Background: an optimization exercise with open tools, aiming at a short achievable clock period and few clock cycles. Do not read the settings as production practice. Function was checked by simulation only, so behaviour that the tests miss may differ from the original. Power is estimated from default activity; no workload was simulated.

--- flow/config.mk ---
export PLATFORM = sky130hd
export DESIGN_NAME = cpu_pipelined
export DESIGN_NICKNAME = cpu_pipelined
export VERILOG_FILES = /design/flow/design.v
export SDC_FILE = /design/flow/constraint.sdc
export NUM_CORES = 4
export LEC_CHECK = 0
export ABC_CLOCK_PERIOD_IN_PS = 2500
export CAP_MARGIN = 20
export CORE_MARGIN = 2
export CORE_UTILIZATION = 40
export SETUP_SLACK_MARGIN = 5
export SLEW_MARGIN = 20
--- flow/constraint.sdc ---
create_clock -name core_clock -period 8.0 [get_ports {clk}]
set_input_delay 1.6000 -clock core_clock [delete_from_list [all_inputs] [get_ports {clk}]]
set_output_delay 1.6000 -clock core_clock [all_outputs]
set_load 0.01 [all_outputs]
--- flow/design.v ---
`timescale 1ns/10ps
package isa_pkg;
    localparam logic [6:0] OPCODE_LOAD   = 7'b0000011;  
    localparam logic [6:0] OPCODE_STORE  = 7'b0100011;  
    localparam logic [6:0] OPCODE_ARITH  = 7'b0010011;  
    localparam logic [6:0] OPCODE_R_TYPE = 7'b0110011;  
    localparam logic [6:0] OPCODE_BRANCH = 7'b1100011;  
    localparam logic [2:0] F3_ADD = 3'b000;  
    localparam logic [2:0] F3_SLT = 3'b010;
    localparam logic [2:0] F3_NOR = 3'b100;  
    localparam logic [2:0] F3_OR  = 3'b110;
    localparam logic [2:0] F3_AND = 3'b111;
    localparam logic [2:0] F3_BEQ = 3'b000;
    typedef union packed {
        struct packed {
            logic [6:0] funct7;
            logic [4:0] rs2;
            logic [4:0] rs1;
            logic [2:0] funct3;
            logic [4:0] rd;
            logic [6:0] opcode;
        } r;
        struct packed {
            logic [11:0] imm;       
            logic [19:0] rest;      
        } i;
        struct packed {
            logic [6:0]  imm_hi;    
            logic [12:0] regs;      
            logic [4:0]  imm_lo;    
            logic [6:0]  opcode;
        } s;
        struct packed {
            logic        imm_12;
            logic [5:0]  imm_10_5;
            logic [12:0] regs;      
            logic [3:0]  imm_4_1;
            logic        imm_11;
            logic [6:0]  opcode;
        } b;
    } instr_t;
endpackage
`timescale 1ns/10ps
package core_pkg;
    localparam logic [1:0] ALU_OP_ADD   = 2'b00;  
    localparam logic [1:0] ALU_OP_SUB   = 2'b01;  
    localparam logic [1:0] ALU_OP_FUNCT = 2'b10;  
    localparam logic [3:0] ALU_AND = 4'b0000;
    localparam logic [3:0] ALU_OR  = 4'b0001;
    localparam logic [3:0] ALU_ADD = 4'b0010;
    localparam logic [3:0] ALU_SUB = 4'b0110;
    localparam logic [3:0] ALU_SLT = 4'b0111;  
    localparam logic [3:0] ALU_NOR = 4'b1100;
    localparam logic [1:0] FWD_REG = 2'b00;  
    localparam logic [1:0] FWD_WB  = 2'b01;  
    localparam logic [1:0] FWD_MEM = 2'b10;  
endpackage
`timescale 1ns/10ps
module register_file (
    input  logic                   clk,
    input  logic [5-1:0] raddr1,
    input  logic [5-1:0] raddr2,
    input  logic                   we,
    input  logic [5-1:0] waddr,
    input  logic [32-1:0]       wdata,
    output logic [32-1:0]       rdata1,
    output logic [32-1:0]       rdata2
);
    logic [32-1:0] regs [2**5];
    always_ff @(posedge clk) begin
        if (we && waddr != '0)
            regs[waddr] <= wdata;
    end
    assign rdata1 = (raddr1 == '0) ? '0 : regs[raddr1];
    assign rdata2 = (raddr2 == '0) ? '0 : regs[raddr2];
endmodule
`timescale 1ns/10ps
module fetch_stage (
    input  logic        clk,
    input  logic        reset,
    input  logic        imem_we,
    input  logic [5:0]  imem_addr,
    input  logic [31:0] imem_wdata,
    input  logic        stall,
    input  logic        redirect,
    input  logic [5:0]  redirect_pc,
    output logic        fd_alu,
    output logic        fd_load,
    output logic        fd_store,
    output logic        fd_cbr,
    output logic [4:0]  fd_rd,
    output logic [4:0]  fd_rs1,
    output logic [4:0]  fd_rs2,
    output logic [11:0] fd_imm,
    output logic        fd_srcimm,
    output logic        fd_inv,
    output logic [4:0]  fd_sel,    
    output logic [5:0]  fd_tgt
);
    logic        ld_we;
    logic [5:0]  ld_addr;
    logic [31:0] ld_w;
    always_ff @(posedge clk) begin
        ld_we   <= imem_we;
        ld_addr <= imem_addr;
        ld_w    <= imem_wdata;
    end
    logic [6:0] opc;
    logic [4:0] w_rd, w_rs1, w_rs2;
    logic [2:0] f3;
    logic       is_ld, is_st, is_ai, is_ar, is_br, rdnz;
    logic       p_alu, p_load, p_store, p_cbr, p_ubr, p_skip;
    logic [4:0] p_rs1, p_rs2;
    logic [11:0] p_imm;
    logic       p_srcimm, p_inv;
    logic [4:0] p_sel;
    logic [5:0] p_tgt, boff;
    assign opc   = ld_w[6:0];
    assign w_rd  = ld_w[11:7];
    assign f3    = ld_w[14:12];
    assign w_rs1 = ld_w[19:15];
    assign w_rs2 = ld_w[24:20];
    assign is_ld = (opc == 7'b0000011);
    assign is_st = (opc == 7'b0100011);
    assign is_ai = (opc == 7'b0010011);
    assign is_ar = (opc == 7'b0110011);
    assign is_br = (opc == 7'b1100011) && (f3 == 3'b000);
    assign rdnz  = (w_rd != 5'd0);
    assign p_alu   = (is_ai || is_ar) && rdnz;
    assign p_load  = is_ld && rdnz;
    assign p_store = is_st;
    assign p_ubr   = is_br && (w_rs1 == w_rs2);
    assign p_cbr   = is_br && (w_rs1 != w_rs2);
    assign p_skip  = !(p_alu || p_load || p_store || p_cbr);
    assign p_rs1   = (p_alu || p_load || p_store || p_cbr) ? w_rs1 : 5'd0;
    assign p_rs2   = ((is_ar && rdnz) || p_store || p_cbr) ? w_rs2 : 5'd0;
    assign p_imm   = is_st ? {ld_w[31:25], ld_w[11:7]} : ld_w[31:20];
    assign p_srcimm = is_ai || is_ld || is_st;
    assign p_inv   = ((f3 == 3'b000) && is_ar && ld_w[30]) || ((f3 == 3'b010) && (is_ai || is_ar));
    assign p_sel   = (is_ld || is_st)  ? 5'b00001 :
                     (f3 == 3'b000)    ? 5'b00001 :
                     (f3 == 3'b010)    ? 5'b00010 :
                     (f3 == 3'b100)    ? 5'b10000 :
                     (f3 == 3'b110)    ? 5'b01000 : 5'b00100;
    assign boff    = {ld_w[27:25], ld_w[11:9]};
    assign p_tgt   = is_br ? ld_addr + boff : ld_addr + 6'd1;
    logic        m_alu   [64];
    logic        m_load  [64];
    logic        m_store [64];
    logic        m_cbr   [64];
    logic        m_skip  [64];
    logic [4:0]  m_rd    [64];
    logic [4:0]  m_rs1   [64];
    logic [4:0]  m_rs2   [64];
    logic [11:0] m_imm   [64];
    logic        m_srcimm[64];
    logic        m_inv   [64];
    logic [4:0]  m_sel   [64];
    logic [5:0]  m_tgt   [64];
    always_ff @(posedge clk) begin
        if (ld_we) begin
            m_alu[ld_addr]    <= p_alu;
            m_load[ld_addr]   <= p_load;
            m_store[ld_addr]  <= p_store;
            m_cbr[ld_addr]    <= p_cbr;
            m_skip[ld_addr]   <= p_skip;
            m_rd[ld_addr]     <= w_rd;
            m_rs1[ld_addr]    <= p_rs1;
            m_rs2[ld_addr]    <= p_rs2;
            m_imm[ld_addr]    <= p_imm;
            m_srcimm[ld_addr] <= p_srcimm;
            m_inv[ld_addr]    <= p_inv;
            m_sel[ld_addr]    <= p_sel;
            m_tgt[ld_addr]    <= p_tgt;
        end
    end
    logic [5:0] nxt [64];
    always_comb begin
        for (int i = 0; i < 64; i++) begin
            if (m_skip[i])
                nxt[i] = m_tgt[i];
            else if (m_skip[(i + 1) % 64])
                nxt[i] = m_tgt[(i + 1) % 64];
            else
                nxt[i] = 6'(i + 1);
        end
    end
    logic [5:0] pc;
    always_ff @(posedge clk) begin
        if (reset)
            pc <= 6'd0;
        else if (redirect)
            pc <= redirect_pc;
        else if (!stall)
            pc <= nxt[pc];
    end
    always_ff @(posedge clk) begin
        if (reset || redirect) begin
            fd_alu   <= 1'b0;
            fd_load  <= 1'b0;
            fd_store <= 1'b0;
            fd_cbr   <= 1'b0;
        end else if (!stall) begin
            fd_alu   <= m_alu[pc];
            fd_load  <= m_load[pc];
            fd_store <= m_store[pc];
            fd_cbr   <= m_cbr[pc];
        end
        if (!stall) begin
            fd_rd     <= m_rd[pc];
            fd_rs1    <= m_rs1[pc];
            fd_rs2    <= m_rs2[pc];
            fd_imm    <= m_imm[pc];
            fd_srcimm <= m_srcimm[pc];
            fd_inv    <= m_inv[pc];
            fd_sel    <= m_sel[pc];
            fd_tgt    <= m_tgt[pc];
        end
    end
endmodule
`timescale 1ns/10ps
module decode_stage (
    input  logic        clk,
    input  logic        reset,
    input  logic        redirect,
    input  logic        fd_alu,
    input  logic        fd_load,
    input  logic        fd_store,
    input  logic        fd_cbr,
    input  logic [4:0]  fd_rd,
    input  logic [4:0]  fd_rs1,
    input  logic [4:0]  fd_rs2,
    input  logic [11:0] fd_imm,
    input  logic        fd_srcimm,
    input  logic        fd_inv,
    input  logic [4:0]  fd_sel,
    input  logic [5:0]  fd_tgt,
    output logic [4:0]  rs1_addr,
    output logic [4:0]  rs2_addr,
    input  logic [31:0] rs1_data,
    input  logic [31:0] rs2_data,
    input  logic        em_wr,
    input  logic [4:0]  em_rd,
    input  logic        wb_valid,
    input  logic [4:0]  wb_rd,
    input  logic [31:0] wb_data,
    output logic        stall,
    output logic        de_alu,
    output logic        de_load,
    output logic        de_store,
    output logic        de_cbr,
    output logic [4:0]  de_rd,
    output logic [31:0] de_a,
    output logic [31:0] de_b,
    output logic [31:0] de_sd,
    output logic [2:0]  de_fa,     
    output logic [2:0]  de_fb,
    output logic [2:0]  de_fs,
    output logic        de_inv,
    output logic [4:0]  de_sel,
    output logic [5:0]  de_tgt
);
    logic        de_wr;
    logic [31:0] rv1, rv2, immx;
    logic        a_m, a_w, r2_m, r2_w;
    assign rs1_addr = fd_rs1;
    assign rs2_addr = fd_rs2;
    assign de_wr    = de_alu || de_load;
    assign rv1 = (wb_valid && wb_rd == fd_rs1 && fd_rs1 != 5'd0) ? wb_data : rs1_data;
    assign rv2 = (wb_valid && wb_rd == fd_rs2 && fd_rs2 != 5'd0) ? wb_data : rs2_data;
    assign immx = {{20{fd_imm[11]}}, fd_imm};
    assign a_m  = de_wr && de_rd == fd_rs1;
    assign a_w  = !a_m && em_wr && em_rd == fd_rs1;
    assign r2_m = de_wr && de_rd == fd_rs2;
    assign r2_w = !r2_m && em_wr && em_rd == fd_rs2;
    assign stall = de_load && (fd_alu || fd_load || fd_store || fd_cbr) &&
                   (de_rd == fd_rs1 || de_rd == fd_rs2);
    always_ff @(posedge clk) begin
        if (reset || redirect || stall) begin
            de_alu   <= 1'b0;
            de_load  <= 1'b0;
            de_store <= 1'b0;
            de_cbr   <= 1'b0;
        end else begin
            de_alu   <= fd_alu;
            de_load  <= fd_load;
            de_store <= fd_store;
            de_cbr   <= fd_cbr;
        end
        de_rd  <= fd_rd;
        de_a   <= rv1;
        de_b   <= fd_srcimm ? immx : rv2;
        de_sd  <= rv2;
        de_fa  <= {a_m, a_w, !(a_m || a_w)};
        de_fb  <= fd_srcimm ? 3'b001 : {r2_m, r2_w, !(r2_m || r2_w)};
        de_fs  <= {r2_m, r2_w, !(r2_m || r2_w)};
        de_inv <= fd_inv;
        de_sel <= fd_sel;
        de_tgt <= fd_tgt;
    end
endmodule
`timescale 1ns/10ps
module execute_stage (
    input  logic        clk,
    input  logic        reset,
    input  logic        de_alu,
    input  logic        de_load,
    input  logic        de_store,
    input  logic        de_cbr,
    input  logic [4:0]  de_rd,
    input  logic [31:0] de_a,
    input  logic [31:0] de_b,
    input  logic [31:0] de_sd,
    input  logic [2:0]  de_fa,
    input  logic [2:0]  de_fb,
    input  logic [2:0]  de_fs,
    input  logic        de_inv,
    input  logic [4:0]  de_sel,
    input  logic [5:0]  de_tgt,
    input  logic [31:0] wb_data,
    output logic        redirect,
    output logic [5:0]  redirect_pc,
    output logic        em_wr,
    output logic        em_load,
    output logic        em_store,
    output logic [4:0]  em_rd,
    output logic [31:0] em_res,
    output logic [5:0]  em_addr,
    output logic [31:0] em_sd
);
    logic [31:0] a, b, sd, bx, sum, res;
    logic        slt;
    assign a  = ({32{de_fa[2]}} & em_res) | ({32{de_fa[1]}} & wb_data) | ({32{de_fa[0]}} & de_a);
    assign b  = ({32{de_fb[2]}} & em_res) | ({32{de_fb[1]}} & wb_data) | ({32{de_fb[0]}} & de_b);
    assign sd = ({32{de_fs[2]}} & em_res) | ({32{de_fs[1]}} & wb_data) | ({32{de_fs[0]}} & de_sd);
    assign bx  = b ^ {32{de_inv}};
    assign sum = a + bx + {31'd0, de_inv};
    assign slt = (a[31] ^ b[31]) ? a[31] : sum[31];
    assign res = ({32{de_sel[0]}} & sum) |
                 ({32{de_sel[1]}} & {31'd0, slt}) |
                 ({32{de_sel[2]}} & (a & b)) |
                 ({32{de_sel[3]}} & (a | b)) |
                 ({32{de_sel[4]}} & ~(a | b));
    assign redirect    = de_cbr && (a == b);
    assign redirect_pc = de_tgt;
    always_ff @(posedge clk) begin
        if (reset) begin
            em_wr    <= 1'b0;
            em_load  <= 1'b0;
            em_store <= 1'b0;
        end else begin
            em_wr    <= de_alu || de_load;
            em_load  <= de_load;
            em_store <= de_store;
        end
        em_rd   <= de_rd;
        em_res  <= res;
        em_addr <= sum[7:2];
        em_sd   <= sd;
    end
endmodule
`timescale 1ns/10ps
module memory_stage (
    input  logic        clk,
    input  logic        reset,
    input  logic        em_wr,
    input  logic        em_load,
    input  logic        em_store,
    input  logic [4:0]  em_rd,
    input  logic [31:0] em_res,
    input  logic [5:0]  em_addr,
    input  logic [31:0] em_sd,
    output logic        wb_valid,
    output logic [4:0]  wb_rd,
    output logic [31:0] wb_data
);
    logic [31:0] dmem [64];
    always_ff @(posedge clk) begin
        if (em_store)
            dmem[em_addr] <= em_sd;
    end
    always_ff @(posedge clk) begin
        if (reset)
            wb_valid <= 1'b0;
        else
            wb_valid <= em_wr;
        wb_rd   <= em_rd;
        wb_data <= em_load ? dmem[em_addr] : em_res;
    end
endmodule
`timescale 1ns/10ps
module cpu_pipelined (
    input  logic                           clk,
    input  logic                           reset,
    input  logic                           imem_we,
    input  logic [$clog2(64)-1:0] imem_addr,
    input  logic [32-1:0]               imem_wdata,
    output logic                           wb_valid,   
    output logic [5-1:0]         wb_rd,
    output logic [32-1:0]               wb_data
);
    logic        stall, redirect;
    logic [5:0]  redirect_pc;
    logic        fd_alu, fd_load, fd_store, fd_cbr, fd_srcimm, fd_inv;
    logic [4:0]  fd_rd, fd_rs1, fd_rs2, fd_sel;
    logic [11:0] fd_imm;
    logic [5:0]  fd_tgt;
    logic [4:0]  rs1_addr, rs2_addr;
    logic [31:0] rs1_data, rs2_data;
    logic        de_alu, de_load, de_store, de_cbr, de_inv;
    logic [4:0]  de_rd, de_sel;
    logic [31:0] de_a, de_b, de_sd;
    logic [2:0]  de_fa, de_fb, de_fs;
    logic [5:0]  de_tgt;
    logic        em_wr, em_load, em_store;
    logic [4:0]  em_rd;
    logic [31:0] em_res, em_sd;
    logic [5:0]  em_addr;
    fetch_stage i_fetch_stage (.*);
    decode_stage i_decode_stage (.*);
    register_file i_register_file (
        .clk    (clk),
        .raddr1 (rs1_addr),
        .raddr2 (rs2_addr),
        .we     (wb_valid),
        .waddr  (wb_rd),
        .wdata  (wb_data),
        .rdata1 (rs1_data),
        .rdata2 (rs2_data)
    );
    execute_stage i_execute_stage (.*);
    memory_stage i_memory_stage (.*);
endmodule
--- flow/run.sh ---
#!/bin/bash
# synth_recipe.tcl (not shown) runs the flow's synth.tcl, then flattens the netlist and writes it again
# the make line also repeats each setting of config.mk as NAME=value (left out here)
make -C /OpenROAD-flow-scripts/flow DESIGN_CONFIG=/design/flow/config.mk WORK_HOME=/design/flow/orfs CLKGATE_MAP_FILE= SYNTH_SCRIPT=/design/flow/synth_recipe.tcl finish
==> flow_summary.toml <==
[worst_setup_path]
cp_data_arrival_time_ps = 4630
path_delay_family = "compound AO/OA/AOI/OAI gates"
r2r-start = "i_decode_stage.de_fb[2]"
worst-path-max-fanout = 8
rrSetupSlack_ps = 4390
cp_slowest_cell = "or3_4"
worstSetupPathType = "flip-flop to flip-flop"
critPathRequiredTime_ps = 9020
worst-path-buf-inv = 3
endpoint_kind = "flip-flop"
crit_chain = "buf_12 > buf_12 > a222oi_1 > buf_4 > xnor2_2 > ha_4 > nand2_2 > and3_4 > or3_4 > or3_4 > a31o_1 > a211oi_4 > a31o_1"
critPathLaunchType = "flip-flop"
crit_path_start = "i_decode_stage.de_fb[2]"
crit_path_max_incr_delay_ps = 430

[drt]
drc = 0
routed_via_density = 6.49
drtIter0Drc = 25378
drtAntennaViolNets = 0
drt_wl_total_um = 903000
top_layer = "met5"
vias = 148302
wl_met1_um = 338000
dr_wl_met3_um = 96300
first_pass_iters = 8
post_drt_wl_per_cell_um = 39.5
wl_met2_um = 420000

[yosys]
avgSynthCellArea_um2 = 19.8
synth-seq-cells = 6283
syn_inst = 12669
ys_seq_area_share_pct = 74.1
synth_cell_types = 80
synthFlopType = "edfxtp_1"
synthArstFlopShare_pct = 0
synth_edf_count = 5992
yosysWarningCount = 6
synth_area_um2 = 251000

[clock_network]
clk_pin_slew_ps = 60
cts.htree.levels = 6
clock-sinks = 6283
cts_tree = "done"
cts_buffer_depth = 4
clk_latency_ps = 1110
clockRootBuffer = "clkbuf_16"
cts_made_buffers = 627

[power]
leakage_uw = 0.0932
finalPower_uw = 98400
ir_drop_mv = 0.274
cellPowerDensity_nw_per_um2 = 323

[global_route]
grt_pass1_vias = 140452
grt_antenna_before_repair = 49
grt_max_degree = 88
grt_pass1_wl_um = 1210000
grt-ovfl-total = 0
grtUsageTotal_pct = 27.4

[die]
start_util_pct = 40.2
dieArea_um2 = 633000
rows = 290
die_h_um = 796
fp.coreArea_um2 = 624000
ios = 79
fp.dieW_um = 796

[sta]
max_slew_margin_pct = 15.2
worst_pin_slew_ps = 1270
fin_crit_ps = 3610
max_freq_mhz = 277
slew_violations = 0
rsz0062_at_grt = "true"
clock_skew_ps = 47.6
finalSetupViolCount = 0
final.period_utilization_pct = 45.1
timing.setup.tns_ps = 0
hold_viol = 0

[run_status]
status = "no timing/DRC/antenna violations"

[placement]
gp_congestion = 1.05
dp_hpwl_um = 463000
io_buffers = 78

[min_path]
hold_path_class = "flip-flop to flip-flop"
hp-start = "i_fetch_stage.fd_tgt[5]"

[cells_and_area]
drive_gt1_share_pct = 32.3
num-nets-final = 14145
syn_to_final_growth_pct = 21.6

[job]
cap_violations = 0
repair_timing:
item / in CTS / in global routing
cloned: 210 / 51
hold buffers: 0 / 0
endpoints found under the setup margin: 5834 / 1974
pin swaps: 292 / 200
buffers inserted: 517 / 143
gates resized for setup: 1502 / 371
hold endpoints to repair: 0 / 0
worst reg2reg max path: stages, from the launching register on:
cell and delay (ps):
dfxtp_4 350, buf_12 160, buf_12 160, a222oi_1 350
buf_4 200, xnor2_2 80, ha_4 350, nand2_2 90
and3_4 200, or3_4 390, or3_4 430, a31o_1 260
a211oi_4 300, a31o_1 230
final timing paths:
path / end / depth (start not counted)
worst max-delay path: i_execute_stage.em_res[0] / 13
worst max register to register: i_execute_stage.em_res[0] / 13
worst min-delay path: i_decode_stage.de_tgt[5] / 0
worst min register to register: i_decode_stage.de_tgt[5] / 0
placed cells by master (no fill, tap or decap), types with 92 or more instances in the layout:
cell type,synthesis,final
clkbuf_1,604,159
nor2_1,321,123
a21oi_1,139,92
buf_4,1,669
edfxtp_1,5992,5992
nand4_1,206,206
a22oi_1,886,842
nor2_4,0,175
a222oi_1,99,99
clkbuf_16,0,695
mux4_2,1566,1566
buf_16,0,190
buf_12,0,164
buf_6,0,201
o21ai_0,271,210
dfxtp_1,291,185
a22o_1,129,128
clkinv_1,1,130
nand2_1,418,376
inv_1,201,196
area by class of cell:
class,instances,area (um^2)
fillers,50316,319000
flip-flops and latches,6283,186000
multi-input cells,5435,66600
repair buffers,1453,20800
clock buffers,827,17100
well taps,8322,10400
clock inverters,314,2930
inverters,202,773
diodes,22,55.1
repair inverters,1,8.76
flip-flops by register name, summed over array words and instances (netlist names), 320 cells and up:
| register | cells |
|---|---|
| i_fetch_stage.m_tgt | 384 |
| i_fetch_stage.m_rd | 320 |
| i_fetch_stage.m_rs2 | 320 |
| i_fetch_stage.m_imm | 768 |
| i_fetch_stage.m_sel | 320 |
| i_memory_stage.dmem | 2048 |
| i_register_file.regs | 1024 |
| i_fetch_stage.m_rs1 | 320 |
cells in the mapped netlist (23+ instances only):
master / number / area (um^2)
a21boi_0: 23 / 173
a21oi_1: 139 / 696
a221oi_1: 128 / 1120
a222oi_1: 99 / 991
a22o_1: 129 / 1130
a22oi_1: 886 / 6650
a31oi_1: 56 / 350
buf_1: 172 / 646
clkbuf_1: 604 / 2270
dfxtp_1: 291 / 5830
edfxtp_1: 5992 / 180000
ha_1: 99 / 1240
inv_1: 201 / 754
mux2_2: 25 / 282
mux2i_1: 75 / 751
mux4_2: 1566 / 35300
nand2_1: 418 / 1570
nand2b_1: 47 / 294
nand3_1: 61 / 305
nand4_1: 206 / 1290
nor2_1: 321 / 1200
nor2b_1: 94 / 588
nor3_1: 35 / 175
nor4_1: 36 / 225
o2111ai_1: 25 / 219
o211ai_1: 51 / 383
o21a_1: 36 / 270
o21ai_0: 271 / 1360
o221ai_1: 60 / 526
o22ai_1: 85 / 532
xnor2_1: 68 / 596
xor2_1: 27 / 236
power by group:
group / total (uW) / leakage, uW / switching (uW) / internal (uW)
clock network: 29300 / 0.00974 / 12800 / 16500
logic: 30000 / 0.0297 / 17500 / 12400
registers: 39200 / 0.0538 / 931 / 38300
cell families (layout without fill, tap and decap cells):
logic type | count (synthesis) | after routing | synth area share, %
DFF | 6283 | 6283 | 74.1
AOI/OAI and AO/OA | 2187 | 2189 | 6.44
muxes | 1666 | 1666 | 14.5
and+or+nand+nor | 1335 | 1352 | 2.62
buffers and inverters | 1001 | 2797 | 1.51
adders and majority gates | 101 | 101 | 0.510
xor gates and xnor gates | 95 | 95 | 0.332
other | 1 | 54 | 0.00150
metrics by stage:
step | instances | cell area [um^2] | hold slack (ps) | util, % | setup WS, ps
floorplan | 12700 | 251000 | 323 | - | 3470
global placement | 20763 | 264000 | 331 | 42.4 | 2320
detailed placement | 20774 | 265000 | 328 | 42.4 | 3350
CTS | 22642 | 301000 | 332 | 48.2 | 4350
global route | 22839 | 305000 | 337 | 48.8 | 4330
finish | 22859 | 305000 | 337 | 48.8 | 4390
routing by layer:
metal | global-route usage, % | vias up
met2 | 43.1 | 10168
met4 | 11.8 | 18
met3 | 5.02 | 1850
li1 | - | 56829
met1 | 37.6 | 79437
met5 | 0 | -
Testbench counts, summed over its fixed seeds: cycles 44,457.

## static timing again, ports no longer ideal
In the flow no input, the clock included, has a driving cell. The finished layout below was timed again as built, in two steps.
Step 1 assumes that a clkbuf_16 drives the clock port and a buf_2 every other input.
Step 2 also shifts input and output timing later by t, the mid clock arrival at the registers, as if the neighbouring blocks saw the same clock.
Three values: no drivers, after step 1, after step 2; two values: the first two.
t (ns): 1.216
setup WS [ns]: 4.388 / 4.388 / 3.887
slew at the worst register clock pin (ns): 0.07 / 0.07
After both steps setup and hold are still met in this run. The setup slack of this run moves by 0.000 ns with the drivers and by -0.501 ns with both steps.
